What follows belongs to an exercise in optimizing a design on an open flow for small area, a short achievable clock period and few clock cycles per item; a production flow would make more cautious choices.
In this exercise RTL edits were held to simulation tests only and were not proved equivalent to the original.

## flow/config.mk

```make
export PLATFORM = sky130hd
export DESIGN_NAME = battery_compensated_angle_from_adc
export DESIGN_NICKNAME = battery_compensated_angle_from_adc
export VERILOG_FILES = /design/flow/design.v
export SDC_FILE = /design/flow/constraint.sdc
export NUM_CORES = 4
export LEC_CHECK = 0
export CAP_MARGIN = 20
export CORE_MARGIN = 2
export CORE_UTILIZATION = 40
export SLEW_MARGIN = 20
```

## flow/constraint.sdc

```tcl
create_clock -name core_clock -period 7.5 [get_ports {clk}]
set_input_delay 1.5000 -clock core_clock [delete_from_list [all_inputs] [get_ports {clk}]]
set_output_delay 1.5000 -clock core_clock [all_outputs]
set_load 0.01 [all_outputs]
```

## flow/design.v

```verilog
`default_nettype none
package bcaa_pkg;
    localparam int CODE_W     = 24;
    localparam int BATT_W     = 10;
    localparam int MODE_W     = 2;
    localparam int ANGLE_W    = 16;
    localparam int OFS_W      = 18;
    localparam int MEAN_W     = 25;
    localparam int M_W        = 32;
    localparam int T_W        = 36;
    localparam int T25_W      = 41;
    localparam int DEN_W      = 25;
    localparam int DVD_W      = 50;
    localparam int DVS_W      = 24;
    localparam int RAW_W      = 40;
    localparam int NUM_SHIFT  = 13;
    localparam int CFG_IDX_W  = 1;
    localparam int CFG_DATA_W = 10;
    localparam logic [CFG_IDX_W-1:0] REG_RESOLUTION = 1'd0;
    localparam logic [CFG_IDX_W-1:0] REG_KNEE       = 1'd1;
    localparam logic [MODE_W-1:0] MODE_RESET = 2'd2;
    localparam logic [MODE_W-1:0] MODE_18BIT = 2'd3;
    localparam logic [BATT_W-1:0] KNEE_RESET = 10'd796;
    localparam logic signed [DEN_W-1:0] DEN_NOMINAL = 25'sd9420800;
    localparam logic signed [DEN_W-1:0] DEN_BIAS    = 25'sd737280;
    localparam logic [13:0]             DEN_SLOPE   = 14'd12639;
    localparam logic signed [T_W-1:0]   V_BIAS      = 36'sd46080;
    localparam logic [ANGLE_W-1:0]     ANGLE_MAX = 16'hFFFF;
    localparam logic signed [OFS_W-1:0] OFS_MAX  = 18'sd131071;
    localparam logic signed [OFS_W-1:0] OFS_MIN  = -18'sd131072;
    typedef enum logic [3:0] {
        ST_ACCUM,
        ST_ROUND,
        ST_MEAN,
        ST_SCALE,
        ST_NUMER,
        ST_RAW_START,
        ST_RAW_WAIT,
        ST_FINISH,
        ST_EMIT
    } ctrl_state_t;
    typedef struct packed {
        logic accept;
        logic round;
        logic mean;
        logic scale;
        logic numer;
        logic raw_start;
        logic finish;
        logic emit;
    } dp_cmd_t;
    typedef struct packed {
        logic window_last;
        logic div_done;
        logic den_fault;
        logic out_free;
    } dp_status_t;
endpackage
`default_nettype wire
`default_nettype none
module bcaa_divider (
    input  wire logic             clk,
    input  wire logic             rst_n,
    input  wire logic             start,
    input  wire logic [bcaa_pkg::DVD_W-1:0] dividend,
    input  wire logic [bcaa_pkg::DVS_W-1:0] divisor,
    output logic                  busy,
    output logic                  done,
    output logic      [bcaa_pkg::DVD_W-1:0] quotient
);
    localparam int CNT_W = $clog2(bcaa_pkg::DVD_W);
    logic             busy_reg;
    logic             done_reg;
    logic [CNT_W-1:0] cnt_reg;
    logic [bcaa_pkg::DVD_W-1:0] quo_reg;
    logic [bcaa_pkg::DVS_W-1:0] rem_reg;
    logic [bcaa_pkg::DVS_W-1:0] dvs_reg;
    logic [bcaa_pkg::DVS_W:0]   trial;
    logic [bcaa_pkg::DVS_W+1:0] diff;
    logic             qbit;
    logic [bcaa_pkg::DVS_W-1:0] rem_next;
    always_comb
    begin
        trial    = {rem_reg, quo_reg[bcaa_pkg::DVD_W-1]};
        diff     = {1'b0, trial} - {2'b00, dvs_reg};
        qbit     = ~diff[bcaa_pkg::DVS_W+1];
        rem_next = qbit ? diff[bcaa_pkg::DVS_W-1:0] : trial[bcaa_pkg::DVS_W-1:0];
    end
    always_ff @(posedge clk or negedge rst_n)
    begin
        if (!rst_n)
        begin
            busy_reg <= 1'b0;
            done_reg <= 1'b0;
            cnt_reg  <= '0;
        end
        else
        begin
            done_reg <= 1'b0;
            if (start)
            begin
                busy_reg <= 1'b1;
                cnt_reg  <= '0;
            end
            else if (busy_reg)
            begin
                cnt_reg <= cnt_reg + 1'b1;
                if (cnt_reg == CNT_W'(bcaa_pkg::DVD_W - 1))
                begin
                    busy_reg <= 1'b0;
                    done_reg <= 1'b1;
                end
            end
        end
    end
    always_ff @(posedge clk)
    begin
        if (start)
        begin
            quo_reg <= dividend;
            rem_reg <= '0;
            dvs_reg <= divisor;
        end
        else if (busy_reg)
        begin
            quo_reg <= {quo_reg[bcaa_pkg::DVD_W-2:0], qbit};
            rem_reg <= rem_next;
        end
    end
    assign busy     = busy_reg;
    assign done     = done_reg;
    assign quotient = quo_reg;
endmodule
`default_nettype wire
`default_nettype none
module bcaa_ctrl (
    input  wire logic       clk,
    input  wire logic       rst_n,
    input  wire logic       in_valid,
    output logic            in_ready,
    input  bcaa_pkg::dp_status_t status,
    output bcaa_pkg::dp_cmd_t cmd
);
    bcaa_pkg::ctrl_state_t state_reg;
    bcaa_pkg::ctrl_state_t state_next;
    always_ff @(posedge clk or negedge rst_n)
    begin
        if (!rst_n)
            state_reg <= bcaa_pkg::ST_ACCUM;
        else
            state_reg <= state_next;
    end
    always_comb
    begin
        state_next = state_reg;
        case (state_reg)
            bcaa_pkg::ST_ACCUM:
                if (in_valid && status.window_last)
                    state_next = bcaa_pkg::ST_ROUND;
            bcaa_pkg::ST_ROUND:
                state_next = bcaa_pkg::ST_MEAN;
            bcaa_pkg::ST_MEAN:
                state_next = bcaa_pkg::ST_SCALE;
            bcaa_pkg::ST_SCALE:
                state_next = bcaa_pkg::ST_NUMER;
            bcaa_pkg::ST_NUMER:
                state_next = status.den_fault ? bcaa_pkg::ST_EMIT : bcaa_pkg::ST_RAW_START;
            bcaa_pkg::ST_RAW_START:
                state_next = bcaa_pkg::ST_RAW_WAIT;
            bcaa_pkg::ST_RAW_WAIT:
                if (status.div_done)
                    state_next = bcaa_pkg::ST_FINISH;
            bcaa_pkg::ST_FINISH:
                state_next = bcaa_pkg::ST_EMIT;
            bcaa_pkg::ST_EMIT:
                if (status.out_free)
                    state_next = bcaa_pkg::ST_ACCUM;
            default:
                state_next = bcaa_pkg::ST_ACCUM;
        endcase
    end
    always_comb
    begin
        in_ready      = (state_reg == bcaa_pkg::ST_ACCUM);
        cmd.accept    = in_ready && in_valid;
        cmd.round     = (state_reg == bcaa_pkg::ST_ROUND);
        cmd.mean      = (state_reg == bcaa_pkg::ST_MEAN);
        cmd.scale     = (state_reg == bcaa_pkg::ST_SCALE);
        cmd.numer     = (state_reg == bcaa_pkg::ST_NUMER);
        cmd.raw_start = (state_reg == bcaa_pkg::ST_RAW_START);
        cmd.finish    = (state_reg == bcaa_pkg::ST_FINISH);
        cmd.emit      = (state_reg == bcaa_pkg::ST_EMIT) && status.out_free;
    end
endmodule
`default_nettype wire
`default_nettype none
module bcaa_datapath #(
    parameter int WINDOW = 4
) (
    input  wire logic                  clk,
    input  wire logic                  rst_n,
    input  bcaa_pkg::dp_cmd_t             cmd,
    output bcaa_pkg::dp_status_t               status,
    input  wire logic                  cfg_write,
    input  wire logic [bcaa_pkg::CFG_IDX_W-1:0]  cfg_index,
    input  wire logic [bcaa_pkg::CFG_DATA_W-1:0] cfg_data,
    input  wire logic [7:0]            code_byte0,
    input  wire logic [7:0]            code_byte1,
    input  wire logic [7:0]            code_byte2,
    input  wire logic [bcaa_pkg::BATT_W-1:0]     battery_count,
    input  wire logic                  zero_request,
    output logic                       out_valid,
    input  wire logic                  out_ready,
    output logic      [bcaa_pkg::ANGLE_W-1:0]    angle_q8,
    output logic                       denominator_fault,
    output logic                       offset_taken
);
    localparam int SUM_W  = bcaa_pkg::CODE_W + $clog2(WINDOW) + 1;
    localparam int POS_W  = (WINDOW > 1) ? $clog2(WINDOW) : 1;
    localparam int MAG_W  = SUM_W - 1;
    localparam int RCP_SH = MAG_W + $clog2(WINDOW);
    localparam int RCP_W  = MAG_W + 1;
    localparam logic [RCP_W-1:0] RECIP =
        RCP_W'(((64'd1 << RCP_SH) + 64'(WINDOW) - 64'd1) / 64'(WINDOW));
    logic [bcaa_pkg::MODE_W-1:0] mode_reg;
    logic [bcaa_pkg::BATT_W-1:0] knee_reg;
    logic [POS_W-1:0]        pos_reg;
    logic [POS_W-1:0]        pos_next;
    logic signed [SUM_W-1:0] sum_reg;
    logic signed [SUM_W-1:0] sum_next;
    logic [bcaa_pkg::BATT_W-1:0]       held_reg;
    logic                    zreq_reg;
    logic                    window_last;
    logic signed [bcaa_pkg::OFS_W-1:0] offset_reg;
    logic                    mean_neg_reg;
    logic [MAG_W-1:0]        rnd_mag_reg;
    logic [bcaa_pkg::MEAN_W-1:0]       mean_mag_reg;
    logic signed [bcaa_pkg::T_W-1:0]   t_reg;
    logic signed [bcaa_pkg::DEN_W-1:0] den_reg;
    logic                    num_neg_reg;
    logic [bcaa_pkg::DVD_W-1:0]        num_mag_reg;
    logic signed [bcaa_pkg::RAW_W-1:0] raw_reg;
    logic               out_valid_reg;
    logic [bcaa_pkg::ANGLE_W-1:0] angle_reg;
    logic               fault_reg;
    logic               taken_reg;
    logic signed [bcaa_pkg::CODE_W-1:0] code_ext;
    logic signed [SUM_W-1:0]  sum_base;
    logic signed [SUM_W-1:0]  rnd;
    logic [SUM_W-1:0]         rnd_mag;
    logic [MAG_W+RCP_W-1:0]   mean_prod;
    logic                     div_start;
    logic [bcaa_pkg::DVD_W-1:0]         div_dividend;
    logic [bcaa_pkg::DVS_W-1:0]         div_divisor;
    logic                     div_busy;
    logic                     div_done;
    logic [bcaa_pkg::DVD_W-1:0]         div_quotient;
    logic signed [bcaa_pkg::MEAN_W-1:0] mean_s;
    logic [2:0]               shift;
    logic signed [bcaa_pkg::M_W-1:0]    m_val;
    logic signed [bcaa_pkg::T_W-1:0]    t_next;
    logic [23:0]              den_prod;
    logic signed [bcaa_pkg::DEN_W-1:0]  den_next;
    logic                     den_fault;
    logic signed [bcaa_pkg::T25_W-1:0]  t25;
    logic [bcaa_pkg::T25_W-1:0]         t25_mag;
    logic [bcaa_pkg::RAW_W-2:0]         raw_mag;
    logic signed [bcaa_pkg::RAW_W-1:0]  raw_next;
    logic signed [bcaa_pkg::RAW_W:0]    ang;
    logic [bcaa_pkg::ANGLE_W-1:0]       ang_clamped;
    logic signed [bcaa_pkg::RAW_W:0]    neg_raw;
    logic signed [bcaa_pkg::OFS_W-1:0]  offset_next;
    logic                     out_free;
    bcaa_divider u_divider (
        .clk      (clk),
        .rst_n    (rst_n),
        .start    (div_start),
        .dividend (div_dividend),
        .divisor  (div_divisor),
        .busy     (div_busy),
        .done     (div_done),
        .quotient (div_quotient)
    );
    always_comb
    begin
        if (mode_reg == bcaa_pkg::MODE_18BIT)
            code_ext = {code_byte0, code_byte1, code_byte2};
        else
            code_ext = {{8{code_byte0[7]}}, code_byte0, code_byte1};
        sum_base    = (pos_reg == '0) ? '0 : sum_reg;
        sum_next    = sum_base + SUM_W'(code_ext);
        window_last = (pos_reg == POS_W'(WINDOW - 1));
        pos_next    = window_last ? '0 : pos_reg + 1'b1;
    end
    always_comb
    begin
        rnd       = sum_reg + SUM_W'(WINDOW / 2);
        rnd_mag   = rnd[SUM_W-1] ? SUM_W'(-rnd) : SUM_W'(rnd);
        mean_prod = rnd_mag_reg * RECIP;
        div_start    = cmd.raw_start;
        div_dividend = num_mag_reg;
        div_divisor  = den_reg[bcaa_pkg::DVS_W-1:0];
    end
    always_comb
    begin
        mean_s   = mean_neg_reg ? -$signed(mean_mag_reg) : $signed(mean_mag_reg);
        shift    = {2'd3 - mode_reg, 1'b0};
        m_val    = bcaa_pkg::M_W'(mean_s) <<< shift;
        t_next   = (bcaa_pkg::T_W'(m_val) <<< 3) + bcaa_pkg::T_W'(m_val) - bcaa_pkg::V_BIAS;
        den_prod = 24'(held_reg) * bcaa_pkg::DEN_SLOPE;
        if (held_reg >= knee_reg)
            den_next = bcaa_pkg::DEN_NOMINAL;
        else
            den_next = $signed({1'b0, den_prod}) - bcaa_pkg::DEN_BIAS;
        den_fault = den_reg[bcaa_pkg::DEN_W-1] || (den_reg == '0);
    end
    always_comb
    begin
        t25      = (bcaa_pkg::T25_W'(t_reg) <<< 4) + (bcaa_pkg::T25_W'(t_reg) <<< 3) + bcaa_pkg::T25_W'(t_reg);
        t25_mag  = t25[bcaa_pkg::T25_W-1] ? bcaa_pkg::T25_W'(-t25) : bcaa_pkg::T25_W'(t25);
        raw_mag  = div_quotient[bcaa_pkg::RAW_W-2:0];
        raw_next = num_neg_reg ? -$signed({1'b0, raw_mag}) : $signed({1'b0, raw_mag});
    end
    always_comb
    begin
        ang = (bcaa_pkg::RAW_W + 1)'(raw_reg) + (bcaa_pkg::RAW_W + 1)'(offset_reg);
        if (ang[bcaa_pkg::RAW_W])
            ang_clamped = '0;
        else if (|ang[bcaa_pkg::RAW_W-1:bcaa_pkg::ANGLE_W])
            ang_clamped = bcaa_pkg::ANGLE_MAX;
        else
            ang_clamped = ang[bcaa_pkg::ANGLE_W-1:0];
        neg_raw = -((bcaa_pkg::RAW_W + 1)'(raw_reg));
        if ((neg_raw[bcaa_pkg::RAW_W:bcaa_pkg::OFS_W-1] == '0) || (neg_raw[bcaa_pkg::RAW_W:bcaa_pkg::OFS_W-1] == '1))
            offset_next = neg_raw[bcaa_pkg::OFS_W-1:0];
        else if (neg_raw[bcaa_pkg::RAW_W])
            offset_next = bcaa_pkg::OFS_MIN;
        else
            offset_next = bcaa_pkg::OFS_MAX;
        out_free = !out_valid_reg || out_ready;
    end
    always_ff @(posedge clk or negedge rst_n)
    begin
        if (!rst_n)
        begin
            mode_reg      <= bcaa_pkg::MODE_RESET;
            knee_reg      <= bcaa_pkg::KNEE_RESET;
            pos_reg       <= '0;
            offset_reg    <= '0;
            out_valid_reg <= 1'b0;
        end
        else
        begin
            if (cfg_write)
            begin
                case (cfg_index)
                    bcaa_pkg::REG_RESOLUTION: mode_reg <= cfg_data[bcaa_pkg::MODE_W-1:0];
                    bcaa_pkg::REG_KNEE:       knee_reg <= cfg_data[bcaa_pkg::BATT_W-1:0];
                    default:        ;
                endcase
            end
            if (cmd.accept)
                pos_reg <= pos_next;
            if (cmd.emit)
            begin
                out_valid_reg <= 1'b1;
                if (!den_fault && zreq_reg)
                    offset_reg <= offset_next;
            end
            else if (out_ready)
            begin
                out_valid_reg <= 1'b0;
            end
        end
    end
    always_ff @(posedge clk)
    begin
        if (cmd.accept)
        begin
            sum_reg  <= sum_next;
            zreq_reg <= zero_request;
            if (pos_reg == '0)
                held_reg <= battery_count;
        end
        if (cmd.round)
        begin
            mean_neg_reg <= rnd[SUM_W-1];
            rnd_mag_reg  <= rnd_mag[MAG_W-1:0];
        end
        if (cmd.mean)
            mean_mag_reg <= bcaa_pkg::MEAN_W'(mean_prod >> RCP_SH);
        if (cmd.scale)
        begin
            t_reg   <= t_next;
            den_reg <= den_next;
        end
        if (cmd.numer)
        begin
            num_neg_reg <= t25[bcaa_pkg::T25_W-1];
            num_mag_reg <= {t25_mag[bcaa_pkg::DVD_W-bcaa_pkg::NUM_SHIFT-1:0], {bcaa_pkg::NUM_SHIFT{1'b0}}};
        end
        if (cmd.finish)
            raw_reg <= raw_next;
        if (cmd.emit)
        begin
            if (den_fault)
            begin
                angle_reg <= '0;
                fault_reg <= 1'b1;
                taken_reg <= 1'b0;
            end
            else
            begin
                angle_reg <= ang_clamped;
                fault_reg <= 1'b0;
                taken_reg <= zreq_reg;
            end
        end
    end
    assign status.window_last = window_last;
    assign status.div_done    = div_done;
    assign status.den_fault   = den_fault;
    assign status.out_free    = out_free;
    assign out_valid         = out_valid_reg;
    assign angle_q8          = angle_reg;
    assign denominator_fault = fault_reg;
    assign offset_taken      = taken_reg;
endmodule
`default_nettype wire
`default_nettype none
module battery_compensated_angle_from_adc #(
    parameter int WINDOW = 4
) (
    input  wire logic                  clk,
    input  wire logic                  rst_n,
    input  wire logic                  in_valid,
    output logic                       in_ready,
    input  wire logic [7:0]            in_code_byte0,
    input  wire logic [7:0]            in_code_byte1,
    input  wire logic [7:0]            in_code_byte2,
    input  wire logic [bcaa_pkg::BATT_W-1:0]     in_battery_count,
    input  wire logic                  in_zero_request,
    input  wire logic                  cfg_valid,
    output logic                       cfg_ready,
    input  wire logic [bcaa_pkg::CFG_IDX_W-1:0]  cfg_index,
    input  wire logic [bcaa_pkg::CFG_DATA_W-1:0] cfg_data,
    output logic                       out_valid,
    input  wire logic                  out_ready,
    output logic      [bcaa_pkg::ANGLE_W-1:0]    out_angle_q8,
    output logic                       out_denominator_fault,
    output logic                       out_offset_taken
);
    bcaa_pkg::dp_cmd_t    cmd;
    bcaa_pkg::dp_status_t status;
    logic       cfg_write;
    assign cfg_ready = 1'b1;
    assign cfg_write = cfg_valid;
    bcaa_ctrl u_ctrl (
        .clk      (clk),
        .rst_n    (rst_n),
        .in_valid (in_valid),
        .in_ready (in_ready),
        .status   (status),
        .cmd      (cmd)
    );
    bcaa_datapath #(
        .WINDOW (WINDOW)
    ) u_datapath (
        .clk               (clk),
        .rst_n             (rst_n),
        .cmd               (cmd),
        .status            (status),
        .cfg_write         (cfg_write),
        .cfg_index         (cfg_index),
        .cfg_data          (cfg_data),
        .code_byte0        (in_code_byte0),
        .code_byte1        (in_code_byte1),
        .code_byte2        (in_code_byte2),
        .battery_count     (in_battery_count),
        .zero_request      (in_zero_request),
        .out_valid         (out_valid),
        .out_ready         (out_ready),
        .angle_q8          (out_angle_q8),
        .denominator_fault (out_denominator_fault),
        .offset_taken      (out_offset_taken)
    );
endmodule
`default_nettype wire
```

## flow/run.sh

```bash
#!/bin/bash
# synth_recipe.tcl (not shown) runs the flow's synth.tcl, then flattens the netlist and writes it again
# the make line also repeats each setting of config.mk as NAME=value (left out here)
make -C /OpenROAD-flow-scripts/flow DESIGN_CONFIG=/design/flow/config.mk WORK_HOME=/design/flow/orfs CLKGATE_MAP_FILE= SYNTH_SCRIPT=/design/flow/synth_recipe.tcl finish
```

==> results.txt <==
layout make-up:
| type | instances | area share, % |
|---|---|---|
| Timing Repair Buffer | 95 | 2.68 |
| Clock inverter | 32 | 1.12 |
| Sequential cell | 387 | 32.6 |
| Tap cell | 1030 | 3.76 |
| Inverter | 231 | 2.53 |
| Multi-Input combinational cell | 2532 | 53.9 |
| Clock buffer | 51 | 3.44 |
synth_stat cells (26+ instances only):
library cell / number
a211oi_1: 26
a21o_1: 77
a21oi_1: 209
and2_1: 30
and3_1: 29
clkbuf_1: 92
dfrtp_1: 39
edfxtp_1: 318
fa_1: 77
ha_1: 291
inv_1: 230
mux2i_1: 46
nand2_1: 378
nand2b_1: 48
nand3_1: 68
nand4_1: 31
nor2_1: 203
nor2b_1: 50
nor3_1: 61
nor4_1: 30
o21a_1: 37
o21ai_0: 173
o31ai_1: 34
or3_1: 29
or4_1: 31
xnor2_1: 217
xor2_1: 89
per-layer routing:
metal,global-route usage [%],vias up,routed length (µm)
met5,0,-,13
li1,-,11789,-
met4,5.82,2,2010
met2,29.0,300,31100
met3,1.92,122,1790
met1,21.0,10408,30200
cell families (layout without fill, tap and decap cells):
group                    count (synthesis)  count (layout)
AND/OR/NAND/NOR                       1032            1032
AO/OA/AOI/OAI                          757             757
flip-flops                             387             387
adder cells (fa/ha/maj)                368             368
buffers and inverters                  336             409
XOR/XNOR                               306             306
multiplexers                            68              68
other                                    1               1
worst max-delay path by stage:
stage | slack (ps) | to | start | depth (start not counted)
2_1_floorplan | 1740 | u_datapath.den_reg[23] | u_datapath.held_reg[8] | 18
3_3_place_gp | 1420 | u_datapath.den_reg[23] | u_datapath.held_reg[8] | 18
3_5_place_dp | 1340 | u_datapath.den_reg[23] | u_datapath.held_reg[8] | 17
4_1_cts | 1330 | u_datapath.den_reg[23] | u_datapath.held_reg[8] | 18
5_1_grt | 810 | u_datapath.t_reg[33] | u_datapath.mean_mag_reg[0] | 22
6_report | 1330 | u_datapath.den_reg[23] | u_datapath.held_reg[8] | 17
through the flow:
step	util [%]	setup WS [ps]	instances
after floorplan	-	1740	3255
after global placement	42.9	1420	4273
after detailed placement	42.9	1340	4273
after CTS	44.9	1330	4356
after global routing	45.0	810	4358
final	45.0	1330	4358
worst register-to-register path: stages, from the launching register on:
cell and delay [ps]:
edfxtp_1 530, inv_1 250, fa_1 680, fa_1 500
fa_1 560, inv_1 50, fa_1 500, fa_1 490
ha_1 230, nor3_1 310, a2111oi_0 250, o311a_1 400
o21a_1 180, o21a_1 180, o41ai_1 380, o21ai_0 200
xnor2_1 160, nand2_1 70
==> summary.md <==
| Metric | Value |
|---|---|
| Status | no timing/DRC/antenna violations |
| Post_cts resized | 0 |
| Initial antenna violation count | 1 |
| Slew @ Worst Pin | 1040 ps |
| Reg area | approximately 11000 µm² |
| Critical path arrival | 6510 ps |
| Post-synth EDFFs | 318 |
| Clk slew on worst S/H paths | 60 ps |
| Die outline width | 282 µm |
| Tmin final | 6170 ps |
| Detailed Routing Iterations Pass 1 | 5 |
| Slowest CP cell | fa_1 |
| Syn_area_per_cell | 9.47 µm² |
| Reg2Reg Setup Slack | 1330 ps |
| Die area | 79300 µm² |
| Family with the most delay on the worst path | adder cells |
| Final wirelength | 65.1 mm |
| CP required | 7830 ps |
| Htree depth | 2 |
| Post-Synth Adder-Cell Area | 16.8% |
| Top-Level Pins | 72 |
| Mux share of post-synthesis cell area | 2.30% |
| Most frequent CP cell | fa_1 |
| Final Hold Vio Count | 0 |
| Critical R2R Launch | u_datapath.held_reg[8] |
| Hold Path End | u_datapath.mean_mag_reg[20] |
| Syn Inst Count | approximately 3300 |
| RR Endpoint | u_datapath.den_reg[23] |
| Maxcap violations | 0 |
| Syn-to-layout area delta | 11.1% |
| Cell taking the most area after synthesis | edfxtp_1 |
| Initial drt markers | ~1300 |
| Crit-path cells | inv_1 > fa_1 > fa_1 > fa_1 > inv_1 > fa_1 > fa_1 > ha_1 > nor3_1 > a2111oi_0 > o311a_1 > o21a_1 > o21a_1 > o41ai_1 > o21ai_0 > xnor2_1 > nand2_1 |
| # hold bufs at CTS | 0 |
| Area contributors post-synth | edfxtp_1, ha_1, xnor2_1 |
| Dominant synthesized flop cell | edfxtp_1 |
| CTS Buffer Depth | 3 |
| Crit Path Class | register to register |
| Top cell type's share of synthesized area | 31.0% |
| Worst-case reg-to-reg path depth | 17 |
| Share of cells above drive strength 1 | roughly 5.6% |
| Buffers and inverters on the worst path | 2 |
| Clk_skew | between 30 and 40 ps |
| CTS buffer count | 45 |
| Crit path largest cell delay | 680 ps |
| Main combinational cell family by area after synthesis | adder cells |
| Clk latency of the worst-skew pair | just over 600 ps |
| Hold Path Origin | u_datapath.rnd_mag_reg[22] |
| Grt ovf | 0 |
| DP Area | 32600 µm² |
| Initial Util | around 41% |
| Via count | 22621 |
| Buffers added on ports | 70 |
| WL per Instance | 14.9 µm |
| Cell area after layout | approximately 34000 µm² |
| DRC | 0 |
| Async SR Flop Fraction | 11.6% |
| Largest net degree at the start of global routing | 75 |
| Standard-cell rows | 101 |
| Vias in the first global route | between 20000 and 25000 |
| Most frequent cells in the layout | nand2_1, edfxtp_1, ha_1 |
| Unrepaired setup endpoints after global routing | false |
| Ant diodes | 0 |
| Slew headroom | between 30% and 40% |
| Core ar. | around 76000 µm² |
| Critical path capture point type | register |
| Worst Hold Depth | 0 |
| Fillers | 7418 |
| Synth Warn # | 3 |
| TritonCTS clock tree | yes |
| NumNets Final | 3711 |
| Most common library cell in the layout ignoring fill and taps | nand2_1 |
| Area of the multi-input gates | 18400 µm² |
| HPWL after DPL | 50.4 mm |
| Root Driver | clkbuf_16 |
| Mapped cell area | 30800 µm² |
| Crit path launch type | register |
| Post-Synth XOR/XNOR Area | 8.69% |
| GP Congestion | 0.882 |
| Hold WC Path Type | register to register |
| Clock sinks | 387 |
| Seq/Total Area, Yosys | a little over a third |
| Fmax | roughly 160 MHz |
| Setup TNS | 0 ps |
| Post-route ant nets | 0 |
| Max FFs per register | 50 |
| Vias per std cell | 5.19 |
| Hold_ws | 413 ps |
| Synthesis-stage register bit count | 387 |
| Post-Syn Nets | 3674 |
| Crit Path Max Fanout | 8 |
| Final worst-path cycle share | 82.3% |
| # Post-CTS Setup Buffers | 0 |
| First-pass GRT wire length | 109 mm |
| Cell variety after synth | 79 |
| Final setup fails | 0 |
| Total GRT Usage | 16.5% |
| Post-Synth Simple-Gate Area | 16.0% |
| Compound-cell area share of the yosys netlist | 15.8% |
| Count of pins over their slew limit | 0 |
| Die span in y | 282 µm |
Testbench counts, summed over its fixed seeds: cycles 98,466, items 1,600.

static timing again, ports no longer ideal:
In the flow no input, the clock included, has a driving cell. The finished layout below was timed again as built, in two steps. Step 1, drivers: a clkbuf_16 drives clk and a buf_2 each remaining input, both assumed. Step 2 also shifts input and output timing later by t, the mid clock arrival at the registers, as if the neighbouring blocks saw the same clock. Three values: ideal ports, drivers, drivers and shift; two values: the first two.
t (ns): 0.657
setup slack, ns: 1.327 / 1.327 / 1.327
pins driven straight from the clock port: 1
After both steps setup and hold are still met in this run. For this run, drivers alone change the setup slack by 0.000 ns; drivers and shift together by 0.000 ns.
